From an optimization exercise on the open Yosys and OpenROAD flow, aimed at small area and a short achievable clock period; shortcuts taken in it are not production practice. In this exercise RTL edits were held to simulation tests only and were not proved equivalent to the original. Power and IR drop assume default switching activity.

--- run.sh ---
#!/bin/bash
# synth_recipe.tcl (not shown) runs the flow's synth.tcl, then flattens the netlist and writes it again
# the make line also repeats each setting of config.mk as NAME=value (left out here)
make -C /OpenROAD-flow-scripts/flow DESIGN_CONFIG=/design/flow/config.mk WORK_HOME=/design/flow/orfs CLKGATE_MAP_FILE= SYNTH_SCRIPT=/design/flow/synth_recipe.tcl finish
--- constraint.sdc ---
create_clock -name core_clock -period 4.5 [get_ports {clkTx}]
set_input_delay 0.9000 -clock core_clock [delete_from_list [all_inputs] [get_ports {clkTx}]]
set_output_delay 0.9000 -clock core_clock [all_outputs]
set_load 0.01 [all_outputs]
--- design.v ---
package ethTxPkg;
  typedef logic [7:0] byteT;
  typedef logic [8:0] bufAddrT;
  typedef logic [9:0] wbAddrT;
  typedef logic [9:0] frameLenT;
  typedef logic [31:0] crcT;
  localparam int BufDepth = 512;
  localparam wbAddrT RegLength   = 10'h200;
  localparam wbAddrT RegLengthHi = 10'h201;
  localparam wbAddrT RegControl  = 10'h202;
  localparam byteT PreambleByte = 8'h55;
  localparam byteT SfdByte      = 8'hD5;
  localparam frameLenT PreambleBytes = 10'd8;
  localparam frameLenT FcsBytes      = 10'd4;
  localparam crcT CrcPoly = 32'h04C11DB7;
  localparam crcT CrcInit = 32'hFFFFFFFF;
  localparam logic [2:0] IdleHighCycles = 3'd6;
  localparam int unsigned LinkPulsePeriod = 1 << 17;
  typedef struct packed {
    logic     start;
    frameLenT length;
  } txCmdT;
  typedef struct packed {
    logic active;
    logic dataBit;
    logic secondHalf;
  } lineSlotT;
  typedef enum logic [1:0] {
    sIdle,
    sPreamble,
    sPayload,
    sFcs
  } seqStateT;
endpackage
`timescale 1ns/100ps
module busDecode (
  input  logic    clkTx,
  input  logic    rst,
  input  logic    wbCyc,
  input  logic    wbStb,
  input  logic    wbWe,
  input  ethTxPkg::wbAddrT  wbAdr,
  input  ethTxPkg::byteT    wbDatW,
  input  logic    busy,
  output ethTxPkg::byteT    wbDatR,
  output logic    wbAck,
  output logic    bufWrEn,
  output ethTxPkg::bufAddrT bufWrAddr,
  output ethTxPkg::byteT    bufWrData,
  output ethTxPkg::txCmdT   txCmd
);
  logic access;
  logic wrAccess;
  logic bufSel;
  logic ctrlSel;
  assign access   = wbCyc & wbStb & ~wbAck;
  assign wrAccess = access & wbWe;
  assign bufSel  = ~wbAdr[9];
  assign ctrlSel = (wbAdr == ethTxPkg::RegControl);
  always_ff @(posedge clkTx)
  begin
    if (rst)
    begin
      wbAck <= 1'b0;
    end
    else
    begin
      wbAck <= access;
    end
  end
  always_ff @(posedge clkTx)
  begin
    if (access)
    begin
      wbDatR <= ctrlSel ? {7'b0, busy} : '0;
    end
  end
  assign bufWrEn   = wrAccess & bufSel & ~busy;
  assign bufWrAddr = wbAdr[8:0];
  assign bufWrData = wbDatW;
  always_ff @(posedge clkTx)
  begin
    if (rst)
    begin
      txCmd.start  <= 1'b0;
      txCmd.length <= '0;
    end
    else
    begin
      txCmd.start <= wrAccess & ctrlSel & wbDatW[0] & ~busy;
      if (wrAccess && wbAdr == ethTxPkg::RegLength)
      begin
        txCmd.length[7:0] <= wbDatW;
      end
      if (wrAccess && wbAdr == ethTxPkg::RegLengthHi)
      begin
        txCmd.length[9:8] <= wbDatW[1:0];
      end
    end
  end
endmodule
`timescale 1ns/100ps
module frameRam (
  input  logic    clkTx,
  input  logic    bufWrEn,
  input  ethTxPkg::bufAddrT bufWrAddr,
  input  ethTxPkg::byteT    bufWrData,
  input  ethTxPkg::bufAddrT bufRdAddr,
  output ethTxPkg::byteT    bufRdData
);
  ethTxPkg::byteT mem [ethTxPkg::BufDepth];
  always_ff @(posedge clkTx)
  begin
    if (bufWrEn)
    begin
      mem[bufWrAddr] <= bufWrData;
    end
  end
  always_ff @(posedge clkTx)
  begin
    bufRdData <= mem[bufRdAddr];
  end
endmodule
`timescale 1ns/100ps
module crc32Serial (
  input  logic clkTx,
  input  logic crcInit,
  input  logic crcShift,
  input  logic crcBit,
  input  logic crcOut,
  output logic crcMsb
);
  ethTxPkg::crcT crcReg;
  logic feedback;
  assign feedback = crcBit ^ crcReg[31];
  always_ff @(posedge clkTx)
  begin
    if (crcInit)
    begin
      crcReg <= ethTxPkg::CrcInit;
    end
    else if (crcShift)
    begin
      crcReg <= {crcReg[30:0], 1'b0} ^ ({32{feedback}} & ethTxPkg::CrcPoly);
    end
    else if (crcOut)
    begin
      crcReg <= {crcReg[30:0], 1'b0};
    end
  end
  assign crcMsb = crcReg[31];
endmodule
`timescale 1ns/100ps
module frameSequencer (
  input  logic     clkTx,
  input  logic     rst,
  input  ethTxPkg::txCmdT    txCmd,
  input  ethTxPkg::byteT     bufRdData,
  output logic     busy,
  output ethTxPkg::bufAddrT  bufRdAddr,
  output ethTxPkg::lineSlotT slot
);
  ethTxPkg::seqStateT state;
  ethTxPkg::seqStateT nextState;
  logic [3:0] halfCnt;
  ethTxPkg::frameLenT byteCnt;
  ethTxPkg::frameLenT frameLen;
  ethTxPkg::byteT     shiftReg;
  ethTxPkg::byteT     nextByte;
  logic     byteEnd;
  logic     lastByte;
  logic     loadFromBuf;
  logic crcInit;
  logic crcShift;
  logic crcBit;
  logic crcOut;
  logic crcMsb;
  assign busy    = (state != ethTxPkg::sIdle);
  assign byteEnd = &halfCnt;
  always_comb
  begin
    lastByte  = 1'b0;
    nextState = state;
    case (state)
      ethTxPkg::sPreamble:
      begin
        lastByte  = (byteCnt == ethTxPkg::PreambleBytes - 1'b1);
        nextState = ethTxPkg::sPayload;
      end
      ethTxPkg::sPayload:
      begin
        lastByte  = (byteCnt == frameLen - 1'b1);
        nextState = ethTxPkg::sFcs;
      end
      ethTxPkg::sFcs:
      begin
        lastByte  = (byteCnt == ethTxPkg::FcsBytes - 1'b1);
        nextState = ethTxPkg::sIdle;
      end
      default:
      begin
        lastByte  = 1'b0;
        nextState = ethTxPkg::sIdle;
      end
    endcase
  end
  always_ff @(posedge clkTx)
  begin
    if (rst)
    begin
      state   <= ethTxPkg::sIdle;
      halfCnt <= '0;
      byteCnt <= '0;
    end
    else if (state == ethTxPkg::sIdle)
    begin
      if (txCmd.start)
      begin
        state   <= ethTxPkg::sPreamble;
        halfCnt <= '0;
        byteCnt <= '0;
      end
    end
    else
    begin
      halfCnt <= halfCnt + 1'b1;
      if (byteEnd)
      begin
        if (lastByte)
        begin
          state   <= nextState;
          byteCnt <= '0;
        end
        else
        begin
          byteCnt <= byteCnt + 1'b1;
        end
      end
    end
  end
  assign loadFromBuf = ((state == ethTxPkg::sPreamble) & lastByte) |
                       ((state == ethTxPkg::sPayload) & ~lastByte);
  always_comb
  begin
    if (loadFromBuf)
      nextByte = bufRdData;
    else if (state == ethTxPkg::sPreamble && byteCnt == ethTxPkg::PreambleBytes - 2'd2)
      nextByte = ethTxPkg::SfdByte;
    else
      nextByte = ethTxPkg::PreambleByte;
  end
  always_ff @(posedge clkTx)
  begin
    if (state == ethTxPkg::sIdle)
    begin
      shiftReg  <= ethTxPkg::PreambleByte;
      bufRdAddr <= '0;
      if (txCmd.start)
      begin
        frameLen <= txCmd.length;
      end
    end
    else if (byteEnd)
    begin
      shiftReg <= nextByte;
      if (loadFromBuf)
      begin
        bufRdAddr <= bufRdAddr + 1'b1;
      end
    end
    else if (halfCnt[0])
    begin
      shiftReg <= {1'b0, shiftReg[7:1]};
    end
  end
  assign crcInit  = (state == ethTxPkg::sPreamble) & (byteCnt == ethTxPkg::PreambleBytes - 1'b1);
  assign crcShift = (state == ethTxPkg::sPayload) & halfCnt[0];
  assign crcBit   = shiftReg[0];
  assign crcOut   = (state == ethTxPkg::sFcs) & halfCnt[0];
  crc32Serial i_crc32Serial (
    .clkTx    (clkTx),
    .crcInit  (crcInit),
    .crcShift (crcShift),
    .crcBit   (crcBit),
    .crcOut   (crcOut),
    .crcMsb   (crcMsb)
  );
  assign slot.active     = busy;
  assign slot.dataBit    = (state == ethTxPkg::sFcs) ? ~crcMsb : shiftReg[0];
  assign slot.secondHalf = halfCnt[0];
endmodule
`timescale 1ns/100ps
module lineEncoder (
  input  logic     clkTx,
  input  logic     rst,
  input  ethTxPkg::lineSlotT slot,
  output logic     tdP,
  output logic     tdM
);
  logic [2:0] idleCnt;
  logic [$clog2(ethTxPkg::LinkPulsePeriod)-1:0] linkCnt;
  logic linkPulse;
  logic tpIdle;
  logic manchester;
  assign manchester = ~(slot.dataBit ^ slot.secondHalf);
  assign tpIdle    = (idleCnt < ethTxPkg::IdleHighCycles);
  assign linkPulse = &linkCnt;
  always_ff @(posedge clkTx)
  begin
    if (rst)
    begin
      idleCnt <= ethTxPkg::IdleHighCycles;
      linkCnt <= '0;
    end
    else if (slot.active)
    begin
      idleCnt <= '0;
      linkCnt <= '0;
    end
    else
    begin
      if (tpIdle)
      begin
        idleCnt <= idleCnt + 1'b1;
      end
      linkCnt <= linkCnt + 1'b1;
    end
  end
  always_ff @(posedge clkTx)
  begin
    if (rst)
    begin
      tdP <= 1'b0;
      tdM <= 1'b0;
    end
    else if (slot.active)
    begin
      tdP <= manchester;
      tdM <= ~manchester;
    end
    else if (tpIdle || linkPulse)
    begin
      tdP <= 1'b1;
      tdM <= 1'b0;
    end
    else
    begin
      tdP <= 1'b0;
      tdM <= 1'b0;
    end
  end
endmodule
`timescale 1ns/100ps
module ethTxTop (
  input  logic   clkTx,
  input  logic   rst,
  input  logic   wbCyc,
  input  logic   wbStb,
  input  logic   wbWe,
  input  ethTxPkg::wbAddrT wbAdr,
  input  ethTxPkg::byteT   wbDatW,
  output ethTxPkg::byteT   wbDatR,
  output logic   wbAck,
  output logic   tdP,
  output logic   tdM
);
  logic     bufWrEn;
  ethTxPkg::bufAddrT  bufWrAddr;
  ethTxPkg::byteT     bufWrData;
  ethTxPkg::bufAddrT  bufRdAddr;
  ethTxPkg::byteT     bufRdData;
  ethTxPkg::txCmdT    txCmd;
  logic     busy;
  ethTxPkg::lineSlotT slot;
  busDecode i_busDecode (
    .clkTx     (clkTx),
    .rst       (rst),
    .wbCyc     (wbCyc),
    .wbStb     (wbStb),
    .wbWe      (wbWe),
    .wbAdr     (wbAdr),
    .wbDatW    (wbDatW),
    .busy      (busy),
    .wbDatR    (wbDatR),
    .wbAck     (wbAck),
    .bufWrEn   (bufWrEn),
    .bufWrAddr (bufWrAddr),
    .bufWrData (bufWrData),
    .txCmd     (txCmd)
  );
  frameRam i_frameRam (
    .clkTx     (clkTx),
    .bufWrEn   (bufWrEn),
    .bufWrAddr (bufWrAddr),
    .bufWrData (bufWrData),
    .bufRdAddr (bufRdAddr),
    .bufRdData (bufRdData)
  );
  frameSequencer i_frameSequencer (
    .clkTx     (clkTx),
    .rst       (rst),
    .txCmd     (txCmd),
    .bufRdData (bufRdData),
    .busy      (busy),
    .bufRdAddr (bufRdAddr),
    .slot      (slot)
  );
  lineEncoder i_lineEncoder (
    .clkTx (clkTx),
    .rst   (rst),
    .slot  (slot),
    .tdP   (tdP),
    .tdM   (tdM)
  );
endmodule
--- config.mk ---
export PLATFORM = sky130hd
export DESIGN_NAME = ethTxTop
export DESIGN_NICKNAME = ethTxTop
export VERILOG_FILES = /design/flow/design.v
export SDC_FILE = /design/flow/constraint.sdc
export NUM_CORES = 4
export LEC_CHECK = 0
export CAP_MARGIN = 20
export CORE_MARGIN = 2
export CORE_UTILIZATION = 40
export SLEW_MARGIN = 20
==> impl_results.md <==
* GP Congestion at 0.870
* Yosys warning count at 5
* Worst-path fanout max at 31
* Final WL at 460000 um
* Synth cell types at 72
* Origin of the worst min-delay path: wbDatW[3]
* CTS tree: built
* Die width at 643 um
* Iteration-0 DRC Markers at 11600
* Max-slew headroom at between 20% and 30%
* Syn_area_per_cell at 21.5 um^2
* Max-slew violations at 0
* Ys flop type: edfxtp_1
* Wire per inst at approximately 32 um
* Register-to-Register Setup Slack at between 0.2 and 0.3 ns
* R2R Path End: i_frameRam.bufRdData[7]
* Clock transition at path regs at 0.06 ns
* Root Buffer: clkbuf_16
* WS Path Type: reg -> reg
* Worst Hold Depth at 1
* Max Cap Violations at 0
* Tcrit/Tclk final at a little over nine tenths
* First-pass GRT wire length at roughly 650000 um
* Tightest Pin Transition at 1.18 ns
* Post-DRT Antenna Nets at 0
* Setup violations, final at 0
* Share of flip-flops with an asynchronous set or reset at 0%
* Commonest non-fill, non-tap cell in the layout: edfxtp_1
* Sequential element share of the synthesized area at 76.9%
* Initial cell density of the core at between 40% and 50%
* Reg2Reg Depth at 11
* Hold slack at 0.323 ns
* H-tree levels at 5
* CTS Buf Count at roughly 430
* VDD IR-drop max at between 300 and 400 uV
* Setup Buffers After CTS at 0
* Ports at 34
* Post-layout instance area at ~190000 um^2
* Core area at 406000 um^2
* Tmin final at 4.23 ns
* Largest net degree at the start of global routing at roughly 140
* Die Y at approximately 640 um
* Synthesis-stage register bit count at 4214
* Skew-Pair Late Insertion Delay at 0.98 ns
* Clock Skews at approximately 0.053 ns
* Hold crit path type: in -> reg
* RSZ-0062 raised after global routing: false
* Initial antenna violation count at 38
* Clock Path Buffers at 4
* GRT Util Overall at 22.0%
* FP Rows at 234
* Nets at 8498
* Cells after synthesis at 7606
* Placed cell area at between 150000 and 200000 um^2
* Post-CTS Resized at 0
* Via/cell ratio at between 5 and 6
* Outcome: complete, no violations
* Reg2Reg Launch Point: i_frameSequencer.bufRdAddr[0]
* Via count at 82900
* DRC viols at 0
* Clk sinks at 4214
* Dpl hpwl at 293000 um
* Router iterations before antenna repair at 8
* GRT overflow at 0
* IO buf count at 26
* Power Dens Cells at 413 nW/um^2
* Die ar. at 413000 um^2
* Final Hold Vio Count at 0
* Vias in the first global route at 83000
* Most frequent cells in the layout: edfxtp_1 (4107), mux4_2 (1119), buf_4 (771)
* Netlist area before placement at 163000 um^2
* Share of cells above drive strength 1 at a little under a third
* P&R area growth vs syn at 16.3%
* Fillers at 33300
* Worst EP arrival at ~5.1 ns
* Hold-fix buffers, CTS at 0
* LEAKAGE at 58.9 nW
* Startpoint type of the worst setup path: flop
* EDFF count, synth at 4107
* Min-Delay Endpoint: i_frameRam.mem[428][3]
* Fmax at 0.237 GHz
* Req. time, crit path at 5.33 ns
* Critical Path End Type: flop
-- critical path, cell delays in order, from the launching register on --
cell       delay, ns
dfxtp_4         0.55
buf_12          0.25
buf_12          0.29
mux4_2          0.58
mux4_2          0.51
mux2i_1         0.38
nor2_1          0.10
a2111oi_2       0.64
buf_4           0.29
a311o_1         0.13
buf_4           0.17
nor4_1          0.09
-- logic make-up (layout without fill, tap and decap cells) --
logic type	after synthesis	in the layout	share of synthesized area (%)
flip-flops	4214	4214	76.9
buffers and inverters	484	1687	1.23
other	1	23	0.00230
AND/OR/NAND/NOR	1018	1018	2.64
adder cells (fa/ha/maj)	12	12	0.0920
XOR/XNOR	43	43	0.231
multiplexers	1396	1396	17.1
AO/OA/AOI/OAI	438	438	1.79
-- power by group --
part | internal [mW] | switching [mW]
clock | 19.3 | 15.0
combinational | 0.146 | 0.945
sequential | 43.0 | 0.00389
-- flip-flops by register name (all words and copies together) (netlist names), 8 cells and up --
register	count
i_frameSequencer.frameLen	10
i_frameRam.bufRdData	8
i_lineEncoder.linkCnt	17
i_frameRam.mem	4096
i_frameSequencer.bufRdAddr	9
i_frameSequencer.i_crc32Serial.crcReg	32
i_frameSequencer.shiftReg	8
i_frameSequencer.byteCnt	10
i_busDecode.txCmd	11
-- layer usage --
layer,routed length [um],vias up,share of wire (%),global-route usage [%]
li1,-,33500,-,-
met5,125,-,0.027,0
met4,14400,18,3.1,6.13
met1,182000,44100,40,30.6
met3,45100,727,9.8,4.64
met2,219000,4546,47,35.1
-- cells in the mapped netlist, drive strengths merged, types with 9 or more instances --
library cell / number / area share, %
and3: 16 / 0.061
nor3: 31 / 0.095
xnor2: 22 / 0.12
nand2: 189 / 0.43
edfxtp: 4107 / 76
a22oi: 29 / 0.13
and2: 9 / 0.034
mux4: 1119 / 15
clkbuf: 270 / 0.62
o31ai: 11 / 0.051
o211ai: 29 / 0.13
buf: 199 / 0.58
dfxtp: 107 / 1.3
a211oi: 29 / 0.13
nand3: 39 / 0.12
o22ai: 43 / 0.16
xor2: 21 / 0.11
o21ai: 83 / 0.25
nor2b: 22 / 0.084
a2111oi: 16 / 0.090
nor2: 624 / 1.4
ha: 12 / 0.092
nand2b: 9 / 0.034
a21oi: 97 / 0.30
nor4: 14 / 0.057
nand4: 22 / 0.084
a221oi: 17 / 0.091
o221ai: 34 / 0.18
mux2i: 270 / 1.7
or4: 13 / 0.060
inv: 15 / 0.034
-- through the flow --
step	util, %	total power, mW	worst slack, ns	std cells	setup TNS, ns
6_report	46.7	78.4	0.272	14300	0
4_1_cts	46.7	78.9	0.0767	14200	0
3_3_place_gp	43.4	44.9	-0.127	13500	-2.41
2_1_floorplan	-	43.9	1.18	7612	0
3_5_place_dp	43.4	45.0	0.0557	13500	0
5_1_grt	46.7	80.4	0.278	14200	0
-- how the worst max path moves through the flow --
stage / start / end / slack (ns)
floorplan: i_frameSequencer.frameLen[0] / i_frameSequencer.bufRdAddr[6] / 1.18
global placement: wbCyc / i_frameRam.mem[316][0] / -0.13
detailed placement: wbCyc / i_frameRam.mem[315][1] / 0.06
CTS: i_frameSequencer.bufRdAddr[0] / i_frameRam.bufRdData[7] / 0.08
global route: i_frameSequencer.bufRdAddr[0] / i_frameRam.bufRdData[7] / 0.28
finish: i_frameSequencer.bufRdAddr[0] / i_frameRam.bufRdData[7] / 0.27
-- cell type report --
class / count / area [um^2] / share of cell area, %
sequential: 4214 / 125000 / 66.1
timing repair buffer: 893 / 8010 / 4.22
clock buffer: 513 / 11100 / 5.84
multi-input combinational: 2914 / 36000 / 19.0
inverter: 15 / 73.8 / 0.0389
antenna: 16 / 40.0 / 0.0211
tap: 5428 / 6790 / 3.58
clock inverter: 266 / 2310 / 1.22

## separate check: timing with driven ports
How much do the figures lean on ideal ports? The routed layout below was timed once more, with nothing changed but the port constraints. Step 1: set_driving_cell puts a clkbuf_16 on clkTx and a buf_2 on each other input, an assumption about the parent block. Step 2 adds t to the input delays and takes it off the output delays; t is the mean of the earliest and latest rising clock arrival at the registers after step 1. Input paths then give back, and output paths get back, about the clock's delay inside the block. Three values: ideal ports, drivers, drivers and shift; two values: the first two.
t (ns): 1.081
setup WS [ns]: 0.272 / 0.272 / -0.129
cell pins on the clock port's net: 1
Met with ideal ports but missed after step 2: setup timing in this run. The setup slack of this run moves by 0.000 ns with the drivers and by -0.401 ns with both steps.
